Context: an optimization exercise on an open-source flow, tuned for small area. The choices shown serve that exercise and are no tape-out recipe.
RTL that was checked went through simulation tests only; none was proved equivalent to the original.
The clock port is modelled as an ideal driver; clocking choices that lean on that would not hold on a real chip.
Power is estimated from default activity; no workload was simulated.

## rxTxCore
module rxTxCore (
   input  logic                  lcbClk,
   input  logic                  reset,
   input  logic [16-1:0] lcbAddress,
   input  logic [32-1:0] lcbDataIn,
   input  logic                  lcbWrite,
   input  logic                  lcbRead,
   input  logic                  lcbCoreSelect,
   output logic [32-1:0] lcbDataOut,
   output logic                  lcbAck,
   input  logic                  trigIn,
   input  logic                  c2sFifoFull,
   output logic [128-1:0] c2sData,
   output logic                  c2sWrite
);
Settings: LEC_CHECK=0, CAP_MARGIN=20, CORE_MARGIN=2, CORE_UTILIZATION=65, CTS_CLUSTER_DIAMETER=100, CTS_CLUSTER_SIZE=30, SLEW_MARGIN=20; clock period 6.0 ns.
standard.sh (not shown) runs the stock make flow with config.mk's settings and CLKGATE_MAP_FILE= SYNTH_SCRIPT=/design/flow/synth_recipe.tcl, a recipe that flattens the netlist after the stock synthesis.
==> flow/flow/run.sh <==
#!/bin/bash
set -euo pipefail
export BUFFER_PORTS_ARGS="-buffer_cell sky130_fd_sc_hd__buf_1"
export CTS_ARGS="-sink_clustering_enable -repair_clock_nets -dont_use_dummy_load"
bash standard.sh > standard_flow.log 2>&1
The starting point produced a clean layout.
Change:
--- a/flow/flow/run.sh
+++ b/flow/flow/run.sh
@@ -4,2 +4,4 @@
 export CTS_ARGS="-sink_clustering_enable -repair_clock_nets -dont_use_dummy_load"
+export REMOVE_ABC_BUFFERS=1
+export RECOVER_POWER=100
 bash standard.sh > standard_flow.log 2>&1
Outcome: Now the flow ran to the end with violations: capacitance limit, slew limit. Cell area came out lower by 0.84%. Worst setup slack gets worse by 0.14 ns. Global-route usage came out lower by 1.6 points. Total power came out lower by about 2%. Area after synthesis stays the same. Cell count barely changes. Core utilization came out lower by 0.62 points.
No run of this note included a check of the RTL's function; only the layout flow was run.


rxTxCore, a different RTL version from the one above (not shown whole).
For scale: ~1700 cells after synthesis, about 23000 um2 of cells after synthesis.
make LEC_CHECK=0 CAP_MARGIN=20 CORE_MARGIN=2 CORE_UTILIZATION=40 SLEW_MARGIN=20 finish   # period 6.0 ns
run.sh (not shown) runs the stock make flow with config.mk's settings and CLKGATE_MAP_FILE= SYNTH_SCRIPT=/design/flow/synth_recipe.tcl, a recipe that flattens the netlist after the stock synthesis.
Stock flow here: none of the scripts above is used.
The first run ran to the end with no violations.
Edit:
Settings changed: CORE_UTILIZATION 40 to 65, CTS_CLUSTER_DIAMETER set to 100, CTS_CLUSTER_SIZE set to 30.
The new run produced a clean layout. Global-route usage is higher by 12 points. Worst hold slack barely changes. Wire length is lower by 8.9%. Utilization is higher by 27 points.
Edit:
Settings changed: CORE_UTILIZATION 65 to 40, CTS_BUF_LIST set to sky130_fd_sc_hd__clkbuf_4, CTS_CLUSTER_DIAMETER 100 to not set, CTS_CLUSTER_SIZE 30 to not set.
What happened: Wire length went up by roughly a tenth. Cell count is higher by about a fifth. Register-to-register slack is worse by 220 ps.
Edit:
Settings changed: CTS_BUF_LIST sky130_fd_sc_hd__clkbuf_4 to sky130_fd_sc_hd__clkbuf_2 sky130_fd_sc_hd__clkbuf_4 sky130_fd_sc_hd__clkbuf_8.
=> Core utilization came out lower by 0.33 points; final cell count came out lower by 3.3%; critical path depth stays the same; final area falls by 0.67%; register-to-register slack degrades by 80 ps; wire length came out lower by 0.89%; power fell by 1.1%; setup slack gets better by 50 ps; first-iteration DRC count rises by 3.3%.
Edit:
Settings changed: CTS_BUF_LIST sky130_fd_sc_hd__clkbuf_2 sky130_fd_sc_hd__clkbuf_4 sky130_fd_sc_hd__clkbuf_8 to not set, CTS_CLUSTER_DIAMETER set to 100, CTS_CLUSTER_SIZE set to 30.
=>
- The changed run produced a clean layout
- wire length goes down slightly
- global-route usage falls by 0.53 points
- sequential share of layout area came out higher by 1.7 points
- utilization drops by 1.6 points
- design area drops by a few percent
- clock skew goes down by 16 ps
- power shrinks by roughly a tenth
- die area does not change
No functional check of the RTL was part of any run of this note.


The RTL this note starts from:
==> flow/design.v <==
package rxTxPkg;
   typedef struct packed {
      logic [7:0]            marker;
      logic [7:0]            channel;
      logic [15:0]           seqNum;
      logic [7:0]            length;       
      logic [55:0]           reserved;
      logic [32-1:0] seed;
   } pktHeader_t;
   typedef union packed {
      pktHeader_t                 header;
      logic [3:0][32-1:0] sample;    
   } pktWord_u;
endpackage
`timescale 1ns/1ns
module rxTxCore (
   input  logic                  lcbClk,
   input  logic                  reset,
   input  logic [16-1:0] lcbAddress,
   input  logic [32-1:0] lcbDataIn,
   input  logic                  lcbWrite,
   input  logic                  lcbRead,
   input  logic                  lcbCoreSelect,
   output logic [32-1:0] lcbDataOut,
   output logic                  lcbAck,
   input  logic                  trigIn,
   input  logic                  c2sFifoFull,
   output logic [128-1:0] c2sData,
   output logic                  c2sWrite
);
   localparam int NC = 4;
   logic       strobe, wrAcc, rdAcc, chanHit, globId, globScr;
   logic [1:0] aCh;
   logic [3:0] aOff;
   assign strobe  = lcbCoreSelect & (lcbWrite | lcbRead);
   assign wrAcc   = lcbCoreSelect & lcbWrite;
   assign rdAcc   = lcbCoreSelect & lcbRead;
   assign chanHit = (lcbAddress[15:12] == 4'h1);
   assign globId  = (lcbAddress == 16'h0000);
   assign globScr = (lcbAddress == 16'h0004);
   assign aCh     = lcbAddress[9:8];
   assign aOff    = lcbAddress[3:0];
   logic       selId, selScr, selCtrl, selLen;
   logic       selSeed, selCnt;
   logic [1:0] selCh;
   logic [32-1:0] scratch;
   logic                  scrValid;    
   always_ff @(posedge lcbClk or posedge reset)
   begin
      if (reset)
      begin
         lcbAck   <= 1'b0;
         scrValid <= 1'b0;
      end
      else
      begin
         lcbAck <= strobe;
         if (wrAcc && globScr)
            scrValid <= 1'b1;
      end
   end
   always_ff @(posedge lcbClk)
   begin
      if (wrAcc && globScr)
         scratch <= lcbDataIn;
   end
   always_ff @(posedge lcbClk)
   begin
      selId   <= rdAcc & globId;
      selScr  <= rdAcc & globScr;
      selCtrl <= rdAcc & chanHit & (aOff == 4'h0);
      selLen  <= rdAcc & chanHit & (aOff == 4'h4);
      selSeed <= rdAcc & chanHit & (aOff == 4'h8);
      selCnt  <= rdAcc & chanHit & (aOff == 4'hC);
      selCh   <= aCh;
   end
   logic [NC-1:0]                 enable;
   logic [NC-1:0][3:0]            lenReg;
   logic [NC-1:0][32-1:0] seedReg;
   logic [NC-1:0][32-1:0] pktCount;
   logic [NC-1:0]                 busy;
   logic [NC-1:0][3:0]            capLen;
   logic [NC-1:0][32-1:0] capSeed;
   logic [NC-1:0]                 seedValid;
   logic [NC-1:0]                 cntValid;
   logic [NC-1:0]                 capValid;
   logic [NC-1:0]                 start;
   logic [NC-1:0]                 done;      
   logic       locked;
   logic [1:0] lastCh;       
   logic       hdrOut;       
   logic [3:0] wordOut;      
   logic       pending;      
   logic [32-1:0] curCount, countInc;
   assign pending  = c2sWrite & ~locked;
   logic [NC-1:0] ownHot;
   always_comb
      for (int i = 0; i < NC; i++)
         ownHot[i] = (lastCh == 2'(i));
   hotSel4 cntSel (.hot(ownHot & cntValid), .d(pktCount), .q(curCount));
   incr #(.W(32), .S(11)) cntIncr (.a(curCount), .q(countInc));
   for (genvar i = 0; i < NC; i++)
   begin : genChan
      logic wsel;
      assign wsel     = wrAcc & chanHit & (aCh == 2'(i));
      assign start[i] = trigIn & enable[i] & ~busy[i];
      always_ff @(posedge lcbClk or posedge reset)
      begin
         if (reset)
         begin
            enable[i]   <= 1'b0;
            lenReg[i]   <= 4'd1;
            seedValid[i] <= 1'b0;
            cntValid[i]  <= 1'b0;
            busy[i]      <= 1'b0;
         end
         else
         begin
            if (wsel && aOff == 4'h0) enable[i]  <= lcbDataIn[0];
            if (wsel && aOff == 4'h4)  lenReg[i]  <= lcbDataIn[3:0];
            if (wsel && aOff == 4'h8) seedValid[i] <= 1'b1;
            if (pending && lastCh == 2'(i))  cntValid[i]  <= 1'b1;
            if (start[i])
               busy[i] <= 1'b1;
            else if (done[i])
               busy[i] <= 1'b0;
         end
      end
      always_ff @(posedge lcbClk)
      begin
         if (wsel && aOff == 4'h8) seedReg[i]  <= lcbDataIn;
         if (pending && lastCh == 2'(i))  pktCount[i] <= countInc;
         if (start[i])
         begin
            capLen[i]   <= lenReg[i];
            capSeed[i]  <= seedReg[i];
            capValid[i] <= seedValid[i];
         end
      end
   end
   logic [1:0] pickIdx, cand, curIdx;
   logic       pickValid, grant, lastWord;
   logic [3:0] ownLen;
   always_comb
   begin
      pickIdx   = lastCh;
      pickValid = 1'b0;
      for (int k = NC; k > 0; k--)
      begin
         cand = lastCh + 2'(k);
         if (busy[cand])
         begin
            pickIdx   = cand;
            pickValid = 1'b1;
         end
      end
   end
   assign ownLen   = capLen[lastCh];
   assign curIdx   = locked ? lastCh : pickIdx;
   assign grant    = (locked | pickValid) & ~c2sFifoFull;
   assign lastWord = locked ? (hdrOut ? (ownLen == 4'd1) : (wordOut + 4'd2 == ownLen))
                            : (capLen[pickIdx] == 4'd0);
   assign done     = (grant & lastWord) ? (NC'(1) << curIdx) : '0;
   always_ff @(posedge lcbClk or posedge reset)
   begin
      if (reset)
      begin
         locked   <= 1'b0;
         lastCh   <= '0;
         c2sWrite <= 1'b0;
      end
      else
      begin
         c2sWrite <= grant;
         if (grant)
         begin
            locked <= ~lastWord;
            lastCh <= curIdx;
         end
      end
   end
   always_ff @(posedge lcbClk)
   begin
      if (grant)
      begin
         hdrOut  <= ~locked;
         wordOut <= (locked & ~hdrOut) ? wordOut + 4'd1 : 4'd0;
      end
   end
   logic [32-1:0] seedSel;
   logic [1:0]            lo;
   logic [25:0]           hi, hiInc;
   logic [4:0]            mid0, mid1;
   logic [3:0][32-1:0] smp;
   hotSel4 seedPick (.hot(ownHot & capValid), .d(capSeed), .q(seedSel));
   assign lo      = seedSel[1:0];
   assign hi      = seedSel[31:6];
   logic [25:0] hiN, hiIncN;
   incr #(.W(26), .S(7), .INV(1)) hiIncr (.a(hi), .q(hiIncN));
   assign hiN = ~hi;
   assign mid0    = {1'b0, seedSel[5:2]} + {1'b0, wordOut};
   assign mid1    = {1'b0, seedSel[5:2]} + {1'b0, wordOut} + 5'd1;
   for (genvar k = 0; k < 4; k++)
   begin : genSmp
      logic [2:0]  l;
      logic [4:0]  m;
      logic        keep, useInc, useSeed;
      logic [25:0] smpHi;
      assign l       = {1'b0, lo} + 3'(k);
      assign m       = l[2] ? mid1 : mid0;
      assign keep    = (k == 0) | ~hdrOut;
      assign useInc  = keep & m[4];
      assign useSeed = keep & ~m[4];
      pick2n #(.W(26)) hiPick (.san(~useInc), .an(hiIncN), .sbn(~useSeed), .bn(hiN), .q(smpHi));
      assign smp[k]  = {smpHi, {4{keep}} & m[3:0], {2{keep}} & l[1:0]};
   end
   assign c2sData = {smp[3], smp[2], smp[1], smp[0]}
                  | (hdrOut ? {8'hA5, 6'd0, lastCh, curCount[15:0], 4'd0, ownLen, 56'd0, 32'd0} : '0);
   logic [8:0]             rdHot;
   logic [8:0][31:0]       rdWord;
   logic [31:0]            rdData;
   always_comb
   begin
      for (int i = 0; i < NC; i++)
      begin
         rdHot[i]      = selSeed & (selCh == 2'(i)) & seedValid[i];
         rdHot[NC + i] = selCnt & (selCh == 2'(i)) & cntValid[i];
         rdWord[i]      = seedReg[i];
         rdWord[NC + i] = pktCount[i];
      end
      rdHot[8]  = selScr & scrValid;
      rdWord[8] = scratch;
   end
   logic [2:0][31:0] rdPartN;
   for (genvar g = 0; g < 3; g++)
   begin : genRd
      hotSel3n rdSel (.hot(rdHot[3*g +: 3]), .d0(rdWord[3*g]), .d1(rdWord[3*g + 1]),
                      .d2(rdWord[3*g + 2]), .qn(rdPartN[g]));
   end
   assign rdData = ~(rdPartN[0] & rdPartN[1] & rdPartN[2]);
   always_comb
   begin
      lcbDataOut = rdData;
      if (selId)   lcbDataOut = lcbDataOut | 32'h52580001;
      if (selCtrl) lcbDataOut = lcbDataOut | {31'd0, enable[selCh]};
      if (selLen)  lcbDataOut = lcbDataOut | {28'd0, lenReg[selCh]};
   end
endmodule
module hotSel4 (
   input  logic [3:0]       hot,
   input  logic [3:0][31:0] d,
   output logic [31:0]      q
);
   assign q = ({32{hot[0]}} & d[0]) | ({32{hot[1]}} & d[1]) | ({32{hot[2]}} & d[2]) | ({32{hot[3]}} & d[3]);
endmodule
module incr #(
   parameter int W   = 32,
   parameter int S   = 8,
   parameter bit INV = 0     
) (
   input  logic [W-1:0] a,
   output logic [W-1:0] q
);
   logic [W-1:0] c;    
   always_comb
   begin
      for (int i = 0; i < W; i++)
         if (i % S == 0)
            c[i] = (i == 0) ? 1'b1 : &(a | ~((W'(1) << i) - W'(1)));
         else
            c[i] = c[i-1] & a[i-1];
   end
   assign q = INV ? ~(a ^ c) : a ^ c;
endmodule
module pick2n #(
   parameter int W = 26
) (
   input  logic         san,
   input  logic [W-1:0] an,
   input  logic         sbn,
   input  logic [W-1:0] bn,
   output logic [W-1:0] q
);
   assign q = ~(({W{san}} | an) & ({W{sbn}} | bn));
endmodule
module hotSel3n (
   input  logic [2:0]  hot,
   input  logic [31:0] d0,
   input  logic [31:0] d1,
   input  logic [31:0] d2,
   output logic [31:0] qn
);
   assign qn = ~(({32{hot[0]}} & d0) | ({32{hot[1]}} & d1) | ({32{hot[2]}} & d2));
endmodule
==> flow/config.mk <==
export PLATFORM = sky130hd
export DESIGN_NAME = rxTxCore
export DESIGN_NICKNAME = rxTxCore
export VERILOG_FILES = /design/flow/design.v
export SDC_FILE = /design/flow/constraint.sdc
export NUM_CORES = 4
export LEC_CHECK = 0
export CAP_MARGIN = 20
export CORE_MARGIN = 2
export CORE_UTILIZATION = 65
export SETUP_SLACK_MARGIN = 0.1
export SLEW_MARGIN = 20
export SYNTH_HIERARCHICAL = 1
export SYNTH_MINIMUM_KEEP_SIZE = 0
==> flow/constraint.sdc <==
create_clock -name core_clock -period 6.0 [get_ports {lcbClk}]
set_input_delay 1.2000 -clock core_clock [delete_from_list [all_inputs] [get_ports {lcbClk}]]
set_output_delay 1.2000 -clock core_clock [all_outputs]
set_load 0.01 [all_outputs]
standard.sh (not shown) runs the stock make flow with config.mk's settings and CLKGATE_MAP_FILE= SYNTH_SCRIPT=/design/flow/synth_recipe.tcl, a recipe that flattens the netlist after the stock synthesis.
==> flow/flow/run.sh <==
#!/bin/bash
set -euo pipefail
export BUFFER_PORTS_ARGS="-buffer_cell sky130_fd_sc_hd__buf_1"
export CTS_ARGS="-sink_clustering_enable -repair_clock_nets -dont_use_dummy_load -sink_clustering_size 30 -sink_clustering_max_diameter 100"
bash standard.sh > standard_flow.log 2>&1
The baseline completed with no timing, DRC or antenna violations.
Then changed:
Settings changed: SETUP_SLACK_MARGIN 0.1 to not set.
The changed run completed with no timing, DRC or antenna violations.
Routed wire length hardly moves.
Design area hardly moves.
Power stays flat.
Clock power is about the same.
Combinational power fell by about 2%.
Register-to-register slack got worse by 20 ps.
Clock skew stays flat.

-- static timing again, ports no longer ideal --
The results above use ideal ports. As a check the final layouts listed here were re-extracted and re-timed, cells and wires unchanged. Step 1: set_driving_cell puts a clkbuf_16 on lcbClk and a buf_2 on each other input, an assumption about the parent block. Step 2 times the ports against the registers' clock, not the clock port: input delays grow and output delays shrink by t, the midpoint of the rising clock arrivals with the driver on. Slacks: ideal / step 1 / step 2; pairs: ideal / step 1.
run | t (ns) | slack for setup (ns) | cell pins on the clock port's net
the first run of note 1 | 0.602 | 0.544 / 0.493 / 1.095 | 1
the second run of note 1 | 0.603 | 0.407 / 0.352 / 0.176 | 1
the first run of note 2 | 0.621 | 0.070 / 0.012 / 0.633 | 1
the second run of note 2 | 0.599 | 0.131 / 0.077 / 0.676 | 1
the third run of note 2 | 0.860 | 0.072 / 0.022 / 0.882 | 1
the fourth run of note 2 | 0.667 | 0.122 / 0.068 / 0.736 | 1
the fifth run of note 2 | 0.613 | 0.092 / 0.034 / 0.647 | 1
the first run of note 3 | 0.601 | 0.241 / 0.187 / 0.788 | 1
the second run of note 3 | 0.602 | 0.078 / 0.023 / 0.625 | 1
For the second run of note 1, which loses most, drivers alone change the setup slack by -0.055 ns; drivers and shift together by -0.231 ns.
